This design comes from an exercise in tuning for small area and a short achievable clock period on the open sky130 flow, not from production work. Only simulation tests tie the RTL to the original design; equivalence was not proved. Power is estimated from default activity; no workload was simulated.

==> job 3870: inputs <==
Design dynaq_datapath, start of the top module:
module dynaq_datapath (
  input  logic                          clk,
  input  logic                          reset,
  input  logic                          qvalue_en,
  input  logic                          reward_en,
  input  logic                          current_location_en,
  input  logic                          next_location_en,
  input  logic                          location_select,
  input  logic                          max_en,
  input  logic                          g_en,
  input  logic                          g_select,
  input  logic                          rng_en,
  input  logic                          action_en,
  input  logic                          step_en,
  input  logic                          step_select,
  input  logic                          epsilon_decay_en,
  input  logic                          episode_end,
  input  dynaq_data_pkg::location_t     start_location,
  input  dynaq_data_pkg::location_t     env_next_location,
  input  dynaq_data_pkg::qvalue_t       qvalue_0,
  ...
export LEC_CHECK = 0
export CAP_MARGIN = 20
export CORE_MARGIN = 2
export CORE_UTILIZATION = 40
export PLACE_DENSITY = 0.6
export SETUP_SLACK_MARGIN = 4
export SLEW_MARGIN = 20
export SYNTH_HIERARCHICAL = 1
create_clock -name core_clock -period 7.5 [get_ports {clk}]
standard.sh (not shown) runs the stock make flow with config.mk's settings and CLKGATE_MAP_FILE= SYNTH_SCRIPT=/design/flow/synth_recipe.tcl, a recipe that flattens the netlist after the stock synthesis.
==> flow/flow/run.sh <==
#!/bin/bash
# Standard layout, with the port buffers taken from a plain buffer cell
# instead of the default pick.
export BUFFER_PORTS_ARGS="-buffer_cell sky130_fd_sc_hd__buf_2"
bash standard.sh > standard_run.log 2>&1
==> job 948 (differences from job 3870) <==
--- a/flow/config.mk
+++ b/flow/config.mk
@@ -5,10 +5,10 @@
 export SDC_FILE = /design/flow/constraint.sdc
 export NUM_CORES = 4
 export LEC_CHECK = 0
 export CAP_MARGIN = 20
 export CORE_MARGIN = 2
 export CORE_UTILIZATION = 40
 export PLACE_DENSITY = 0.6
-export SETUP_SLACK_MARGIN = 4
+export SETUP_SLACK_MARGIN = 3.5
 export SLEW_MARGIN = 20
 export SYNTH_HIERARCHICAL = 1
==> job 7320 (differences from job 3870) <==
--- a/flow/design.v
+++ b/flow/design.v
@@ -25,38 +25,43 @@
   input  dynaq_data_pkg::qvalue_t     qvalue_2,
   input  dynaq_data_pkg::qvalue_t     qvalue_3,
   input  dynaq_data_pkg::reward_t     reward,
   output dynaq_data_pkg::location_t   current_location,
   output dynaq_data_pkg::location_t   next_location,
   output dynaq_data_pkg::qvalue_t     q_max,
   output dynaq_policy_pkg::action_t   greedy_action,
-  output dynaq_data_pkg::reward_t     reward_q
+  output dynaq_data_pkg::reward_t     reward_q,
+  output logic                        goal
 );
   dynaq_data_pkg::location_t current_location_d;
   dynaq_data_pkg::location_t next_location_d;
-  logic g10, g32, g20, g21, g30, g31;
+  logic [7:0] g10n, g32n, g20n, g21n, g30n, g31n;
   logic pick_1, pick_3, pick_hi;
-  q_gt u_gt10 (.a(qvalue_1), .b(qvalue_0), .gt(g10));
-  q_gt u_gt32 (.a(qvalue_3), .b(qvalue_2), .gt(g32));
-  q_gt u_gt20 (.a(qvalue_2), .b(qvalue_0), .gt(g20));
-  q_gt u_gt21 (.a(qvalue_2), .b(qvalue_1), .gt(g21));
-  q_gt u_gt30 (.a(qvalue_3), .b(qvalue_0), .gt(g30));
-  q_gt u_gt31 (.a(qvalue_3), .b(qvalue_1), .gt(g31));
-  assign pick_1  = g10;
-  assign pick_3  = g32;
-  assign pick_hi = pick_3 ? (pick_1 ? g31 : g30) : (pick_1 ? g21 : g20);
+  dynaq_data_pkg::qvalue_t qn0, qn1, qn2;
+  q_inv u_inv0 (.a(qvalue_0), .y(qn0));
+  q_inv u_inv1 (.a(qvalue_1), .y(qn1));
+  q_inv u_inv2 (.a(qvalue_2), .y(qn2));
+  q_gt u_gt10 (.a(qvalue_1), .b(qvalue_0), .bn(qn0), .gtn(g10n));
+  q_gt u_gt32 (.a(qvalue_3), .b(qvalue_2), .bn(qn2), .gtn(g32n));
+  q_gt u_gt20 (.a(qvalue_2), .b(qvalue_0), .bn(qn0), .gtn(g20n));
+  q_gt u_gt21 (.a(qvalue_2), .b(qvalue_1), .bn(qn1), .gtn(g21n));
+  q_gt u_gt30 (.a(qvalue_3), .b(qvalue_0), .bn(qn0), .gtn(g30n));
+  q_gt u_gt31 (.a(qvalue_3), .b(qvalue_1), .bn(qn1), .gtn(g31n));
+  assign pick_1  = ~g10n[0];
+  assign pick_3  = ~g32n[0];
+  assign pick_hi = pick_3 ? (pick_1 ? ~g31n[0] : ~g30n[0]) : (pick_1 ? ~g21n[0] : ~g20n[0]);
   dynaq_data_pkg::qvalue_t q_max_d;
-  for (genvar c = 0; c < 8; c++) begin : g_sel
+  for (genvar c = 0; c < 16; c++) begin : g_sel
     logic s0, s1, s2, s3, hold;
     q_sel_gen u_gen (
-      .en (qvalue_en), .p1 (pick_1), .p3 (pick_3),
-      .g20 (g20), .g21 (g21), .g30 (g30), .g31 (g31),
+      .en (qvalue_en), .p1n (g10n[c/2]), .p3n (g32n[c/2]),
+      .g20n (g20n[c/2]), .g21n (g21n[c/2]), .g30n (g30n[c/2]), .g31n (g31n[c/2]),
       .s0 (s0), .s1 (s1), .s2 (s2), .s3 (s3), .hold (hold)
     );
-    for (genvar k = 8 * c; k < 8 * c + 8; k++) begin : g_bit
+    for (genvar k = 4 * c; k < 4 * c + 4; k++) begin : g_bit
       q_sel_bit u_bit (
         .s0 (s0), .s1 (s1), .s2 (s2), .s3 (s3), .hold (hold),
         .q0 (qvalue_0[k]), .q1 (qvalue_1[k]), .q2 (qvalue_2[k]), .q3 (qvalue_3[k]),
         .qm (q_max[k]), .d (q_max_d[k])
       );
     end
   end
@@ -75,16 +80,18 @@
     end else if (qvalue_en) begin
       greedy_action <= {pick_hi, pick_hi ? pick_3 : pick_1};
     end
   end
   always_ff @(posedge clk or negedge reset) begin
     if (!reset) begin
       reward_q <= '0;
+      goal     <= 1'b0;
     end else if (reward_en) begin
       reward_q <= reward;
+      goal     <= &reward[11-2:0];
     end
   end
   always_ff @(posedge clk or negedge reset) begin
     if (!reset) begin
       current_location <= '0;
       next_location    <= '0;
     end else begin
@@ -93,30 +100,30 @@
       if (next_location_en)
         next_location <= next_location_d;
     end
   end
 endmodule
 module q_sel_gen (
   input  logic en,
-  input  logic p1,
-  input  logic p3,
-  input  logic g20,
-  input  logic g21,
-  input  logic g30,
-  input  logic g31,
+  input  logic p1n,
+  input  logic p3n,
+  input  logic g20n,
+  input  logic g21n,
+  input  logic g30n,
+  input  logic g31n,
   output logic s0,
   output logic s1,
   output logic s2,
   output logic s3,
   output logic hold
 );
-  assign s0   = en & ~p1 & ~(p3 ? g30 : g20);
-  assign s1   = en &  p1 & ~(p3 ? g31 : g21);
-  assign s2   = en & ~p3 &  (p1 ? g21 : g20);
-  assign s3   = en &  p3 &  (p1 ? g31 : g30);
+  assign s0   = en &  p1n & (p3n ? g20n : g30n);
+  assign s1   = en & ~p1n & (p3n ? g21n : g31n);
+  assign s2   = en &  p3n & ~(p1n ? g20n : g21n);
+  assign s3   = en & ~p3n & ~(p1n ? g30n : g31n);
   assign hold = ~en;
 endmodule
 module q_sel_bit (
   input  logic s0,
   input  logic s1,
   input  logic s2,
   input  logic s3,
@@ -129,27 +136,30 @@
   output logic d
 );
   assign d = (s0 & q0) | (s1 & q1) | (s2 & q2) | (s3 & q3) | (hold & qm);
 endmodule
 module q_gt (
   input  dynaq_data_pkg::qvalue_t a,
   input  dynaq_data_pkg::qvalue_t b,
-  output logic                    gt
+  input  dynaq_data_pkg::qvalue_t bn,
+  output logic [7:0]              gtn
 );
   logic [63:0] gn0, en0;
   logic [31:0] g1, e1;
   logic [15:0] gn2, en2;
   logic [7:0]  g3, e3;
   logic [3:0]  gn4, en4;
   logic [1:0]  g5, e5;
-  logic        gtn, e6;
+  logic [7:0]  e6;
   for (genvar i = 0; i < 63; i++) begin : g_l0
-    gt_bit u_b (.a(a[i]), .b(b[i]), .gn(gn0[i]), .en(en0[i]));
+    gt_bit u_b (.a(a[i]), .bn(bn[i]), .gn(gn0[i]), .en(en0[i]));
   end
-  gt_bit_sign u_s (.a(a[63]), .b(b[63]), .gn(gn0[63]), .en(en0[63]));
+  logic an63;
+  gt_inv u_s_inv (.a(a[63]), .y(an63));
+  gt_bit u_s (.a(an63), .bn(b[63]), .gn(gn0[63]), .en(en0[63]));
   for (genvar i = 0; i < 32; i++) begin : g_l1
     gt_node_n u_n (.gh(gn0[2*i+1]), .eh(en0[2*i+1]), .gl(gn0[2*i]), .el(en0[2*i]), .g(g1[i]), .e(e1[i]));
   end
   for (genvar i = 0; i < 16; i++) begin : g_l2
     gt_node_p u_n (.gh(g1[2*i+1]), .eh(e1[2*i+1]), .gl(g1[2*i]), .el(e1[2*i]), .g(gn2[i]), .e(en2[i]));
   end
   for (genvar i = 0; i < 8; i++) begin : g_l3
@@ -157,48 +167,38 @@
   end
   for (genvar i = 0; i < 4; i++) begin : g_l4
     gt_node_p u_n (.gh(g3[2*i+1]), .eh(e3[2*i+1]), .gl(g3[2*i]), .el(e3[2*i]), .g(gn4[i]), .e(en4[i]));
   end
   for (genvar i = 0; i < 2; i++) begin : g_l5
     gt_node_n u_n (.gh(gn4[2*i+1]), .eh(en4[2*i+1]), .gl(gn4[2*i]), .el(en4[2*i]), .g(g5[i]), .e(e5[i]));
   end
-  gt_node_p u_l6 (.gh(g5[1]), .eh(e5[1]), .gl(g5[0]), .el(e5[0]), .g(gtn), .e(e6));
-  assign gt = ~gtn;
+  for (genvar c = 0; c < 8; c++) begin : g_l6
+    gt_node_p u_n (.gh(g5[1]), .eh(e5[1]), .gl(g5[0]), .el(e5[0]), .g(gtn[c]), .e(e6[c]));
+  end
 endmodule
 module gt_bit (
   input  logic a,
-  input  logic b,
+  input  logic bn,
   output logic gn,
   output logic en
 );
-  gt_bit_g u_g (.a(a), .b(b), .gn(gn));
-  gt_bit_e u_e (.a(a), .b(b), .en(en));
+  assign gn = ~(a & bn);
+  assign en = ~(a | bn);
 endmodule
-module gt_bit_sign (
+module gt_inv (
   input  logic a,
-  input  logic b,
-  output logic gn,
-  output logic en
+  output logic y
 );
-  gt_bit_g u_g (.a(b), .b(a), .gn(gn));
-  gt_bit_e u_e (.a(a), .b(b), .en(en));
+  assign y = ~a;
 endmodule
-module gt_bit_g (
-  input  logic a,
-  input  logic b,
-  output logic gn
-);
-  assign gn = ~(a & ~b);
-endmodule
-module gt_bit_e (
-  input  logic a,
-  input  logic b,
-  output logic en
+module q_inv (
+  input  dynaq_data_pkg::qvalue_t a,
+  output dynaq_data_pkg::qvalue_t y
 );
-  assign en = a ^ b;
+  assign y = ~a;
 endmodule
 module gt_node_p (
   input  logic gh,
   input  logic eh,
   input  logic gl,
   input  logic el,
   output logic g,
@@ -1032,29 +1032,33 @@
   assign co = (a & b) | (a & c) | (b & c);
 endmodule
 module carry16 (
   input  logic [15:0] a,
   input  logic [15:0] b,
   output logic        c
 );
-  logic [7:0] gn1, pn1;
-  logic [3:0] g2, p2;
-  logic [1:0] gn3, pn3;
-  logic       p4;
+  logic [15:0] gn0, tn0;
+  logic [7:0]  g1, t1;
+  logic [3:0]  gn2, tn2;
+  logic [1:0]  g3, t3;
+  logic        cn, tn4;
+  for (genvar i = 0; i < 16; i++) begin : g_pg
+    gt_bit u_pg (.a(a[i]), .bn(b[i]), .gn(gn0[i]), .en(tn0[i]));
+  end
   for (genvar i = 0; i < 8; i++) begin : g_l1
-    gt_node_p u_n (.gh(a[2*i+1] & b[2*i+1]), .eh(a[2*i+1] | b[2*i+1]),
-                   .gl(a[2*i] & b[2*i]), .el(a[2*i] | b[2*i]), .g(gn1[i]), .e(pn1[i]));
+    gt_node_n u_n (.gh(gn0[2*i+1]), .eh(tn0[2*i+1]), .gl(gn0[2*i]), .el(tn0[2*i]), .g(g1[i]), .e(t1[i]));
   end
   for (genvar i = 0; i < 4; i++) begin : g_l2
-    gt_node_n u_n (.gh(gn1[2*i+1]), .eh(pn1[2*i+1]), .gl(gn1[2*i]), .el(pn1[2*i]), .g(g2[i]), .e(p2[i]));
+    gt_node_p u_n (.gh(g1[2*i+1]), .eh(t1[2*i+1]), .gl(g1[2*i]), .el(t1[2*i]), .g(gn2[i]), .e(tn2[i]));
   end
   for (genvar i = 0; i < 2; i++) begin : g_l3
-    gt_node_p u_n (.gh(g2[2*i+1]), .eh(p2[2*i+1]), .gl(g2[2*i]), .el(p2[2*i]), .g(gn3[i]), .e(pn3[i]));
+    gt_node_n u_n (.gh(gn2[2*i+1]), .eh(tn2[2*i+1]), .gl(gn2[2*i]), .el(tn2[2*i]), .g(g3[i]), .e(t3[i]));
   end
-  gt_node_n u_l4 (.gh(gn3[1]), .eh(pn3[1]), .gl(gn3[0]), .el(pn3[0]), .g(c), .e(p4));
+  gt_node_p u_l4 (.gh(g3[1]), .eh(t3[1]), .gl(g3[0]), .el(t3[0]), .g(cn), .e(tn4));
+  gt_inv u_out (.a(cn), .y(c));
 endmodule
 `timescale 1ns/100ps
 module action_select (
   input  logic                          clk,
   input  logic                          reset,
   input  logic                          rng_en,
   input  logic                          action_en,
@@ -1108,28 +1112,29 @@
 module episode_control (
   input  logic                          clk,
   input  logic                          reset,
   input  logic                          step_en,
   input  logic                          step_select,
   input  logic                          epsilon_decay_en,
   input  logic                          episode_end,
-  input  dynaq_data_pkg::reward_t       reward_q,
+  input  logic                          goal,
   output dynaq_policy_pkg::step_t       step_count,
   output logic [3:0]                    eps_tenths,
   output logic                          done,
   output logic                          completed
 );
-  logic goal;
-  assign goal = &reward_q[11-2:0];
-  assign done = goal || (step_count == dynaq_policy_pkg::step_t'(1023 - 1));
+  logic last_step;
+  assign done = goal || last_step;
   always_ff @(posedge clk or negedge reset) begin
     if (!reset) begin
       step_count <= '0;
+      last_step  <= 1'b0;
     end else if (step_en) begin
       step_count <= step_select ? step_count + dynaq_policy_pkg::step_t'(1) : '0;
+      last_step  <= step_select && (step_count == dynaq_policy_pkg::step_t'(1023 - 2));
     end
   end
   always_ff @(posedge clk or negedge reset) begin
     if (!reset) begin
       eps_tenths <= 4'd12;
     end else if (epsilon_decay_en && goal && (eps_tenths != 4'd0)) begin
       eps_tenths <= eps_tenths - 4'd1;
@@ -1176,14 +1181,15 @@
   output logic                          done,
   output logic                          completed
 );
   dynaq_data_pkg::qvalue_t    q_max;
   dynaq_data_pkg::reward_t    reward_q;
   dynaq_policy_pkg::action_t  greedy_action;
   logic [3:0]                 eps_tenths;
+  logic                       goal;
   state_capture u_state_capture (
     .clk                 (clk),
     .reset               (reset),
     .qvalue_en           (qvalue_en),
     .reward_en           (reward_en),
     .current_location_en (current_location_en),
     .next_location_en    (next_location_en),
@@ -1195,15 +1201,16 @@
     .qvalue_2            (qvalue_2),
     .qvalue_3            (qvalue_3),
     .reward              (reward),
     .current_location    (current_location),
     .next_location       (next_location),
     .q_max               (q_max),
     .greedy_action       (greedy_action),
-    .reward_q            (reward_q)
+    .reward_q            (reward_q),
+    .goal                (goal)
   );
   q_update u_q_update (
     .clk           (clk),
     .reset         (reset),
     .max_en        (max_en),
     .g_en          (g_en),
     .g_select      (g_select),
@@ -1223,15 +1230,15 @@
   episode_control u_episode_control (
     .clk              (clk),
     .reset            (reset),
     .step_en          (step_en),
     .step_select      (step_select),
     .epsilon_decay_en (epsilon_decay_en),
     .episode_end      (episode_end),
-    .reward_q         (reward_q),
+    .goal             (goal),
     .step_count       (step_count),
     .eps_tenths       (eps_tenths),
     .done             (done),
     .completed        (completed)
   );
 endmodule
 module prefix_add #(
==> flow/config.mk (replaced) <==
export PLATFORM = sky130hd
export DESIGN_NAME = dynaq_datapath
export DESIGN_NICKNAME = dynaq_datapath
export VERILOG_FILES = /design/flow/design.v
export SDC_FILE = /design/flow/constraint.sdc
export NUM_CORES = 4
export LEC_CHECK = 0
export CAP_MARGIN = 20
export CORE_MARGIN = 2
export CORE_UTILIZATION = 55
export PLACE_DENSITY = 0.7
export SETUP_SLACK_MARGIN = 4
export SLEW_MARGIN = 20
export SYNTH_HIERARCHICAL = 1
==> comparison table <==
Outcome: job 948 no timing/DRC/antenna violations; job 7320 no timing/DRC/antenna violations; job 3870 no timing/DRC/antenna violations
Starting Density: job 948 40.2%; job 7320 55.3%; job 3870 40.2%
Reg-to-reg setup timing slack: job 948 3.73 ns; job 7320 4.07 ns; job 3870 4.02 ns
Hold Slack: job 948 0.471 ns; job 7320 0.478 ns; job 3870 0.462 ns
Vertical extent of the die: job 948 310 um; job 7320 261 um; job 3870 310 um
Met2 WL post-DR: job 948 47.6 mm; job 7320 46.5 mm; job 3870 49.6 mm
Sequential cell count of the final layout: job 948 316; job 7320 318; job 3870 316
Worst Reg2Reg Path Length in Cells: job 948 10; job 7320 11; job 3870 10
Cell area reported after detailed placement: job 948 40800 um2; job 7320 39300 um2; job 3870 41300 um2
Pleak: job 948 0.0185 uW; job 7320 0.0196 uW; job 3870 0.0192 uW
Logic power comb: job 948 13500 uW; job 7320 14600 uW; job 3870 14100 uW
Final period utilization: job 948 51.8%; job 7320 46.6%; job 3870 47.2%
WL/cell: job 948 19.3 um; job 7320 19.0 um; job 3870 19.7 um
Non-filler instance count after layout: job 948 5503; job 7320 5472; job 3870 5554
Remaining max-slew budget at the tightest pin: job 948 35.0%; job 7320 37.1%; job 3870 38.1%
Routing usage on met3: job 948 3.09%; job 7320 4.22%; job 3870 3.82%
Worst vdd rail ir drop: job 948 0.314 mV; job 7320 0.302 mV; job 3870 0.292 mV
Post-Synthesis Cells: job 948 3768; job 7320 4088; job 3870 3768
Share of the final layout cell area in sequential cells: job 948 18.5%; job 7320 18.9%; job 3870 17.5%
Met1 demand-to-capacity share in global routing: job 948 31.9%; job 7320 44.1%; job 3870 32.7%
Sequential cell area: job 948 7920 um2; job 7320 7970 um2; job 3870 7940 um2
Total wire length: job 948 106 mm; job 7320 104 mm; job 3870 109 mm
Origin of the worst setup path: job 948 qvalue_0[15]; job 7320 qvalue_0[35]; job 3870 qvalue_1[13]
DRT met1 WL: job 948 51.0 mm; job 7320 47.2 mm; job 3870 51.5 mm
Longest individual stage delay on the worst path: job 948 0.32 ns; job 7320 0.31 ns; job 3870 0.32 ns

==> what the ideal ports hide <==
In the flow no input, the clock included, has a driving cell. The finished layouts below were timed again as built, in two steps.
Step 1: set_driving_cell puts a clkbuf_16 on clk and a buf_2 on each other input, an assumption about the parent block.
Step 2 times the ports against the registers' clock, not the clock port: input delays grow and output delays shrink by t, the midpoint of the rising clock arrivals with the driver on.
a / b / c = ideal ports / drivers / drivers and shift; a / b = the first two.
run	t, ns	slack for setup (ns)	worst setup path at the end
job 3870	0.651	3.957 / 3.974 / 3.324	input to register
job 948	0.649	3.617 / 3.651 / 3.003	input to register
job 7320	0.625	4.008 / 4.026 / 3.401	input to register
After both steps every run listed still meets setup and hold. For job 3870, which loses most, drivers alone change the setup slack by +0.017 ns; drivers and shift together by -0.633 ns.
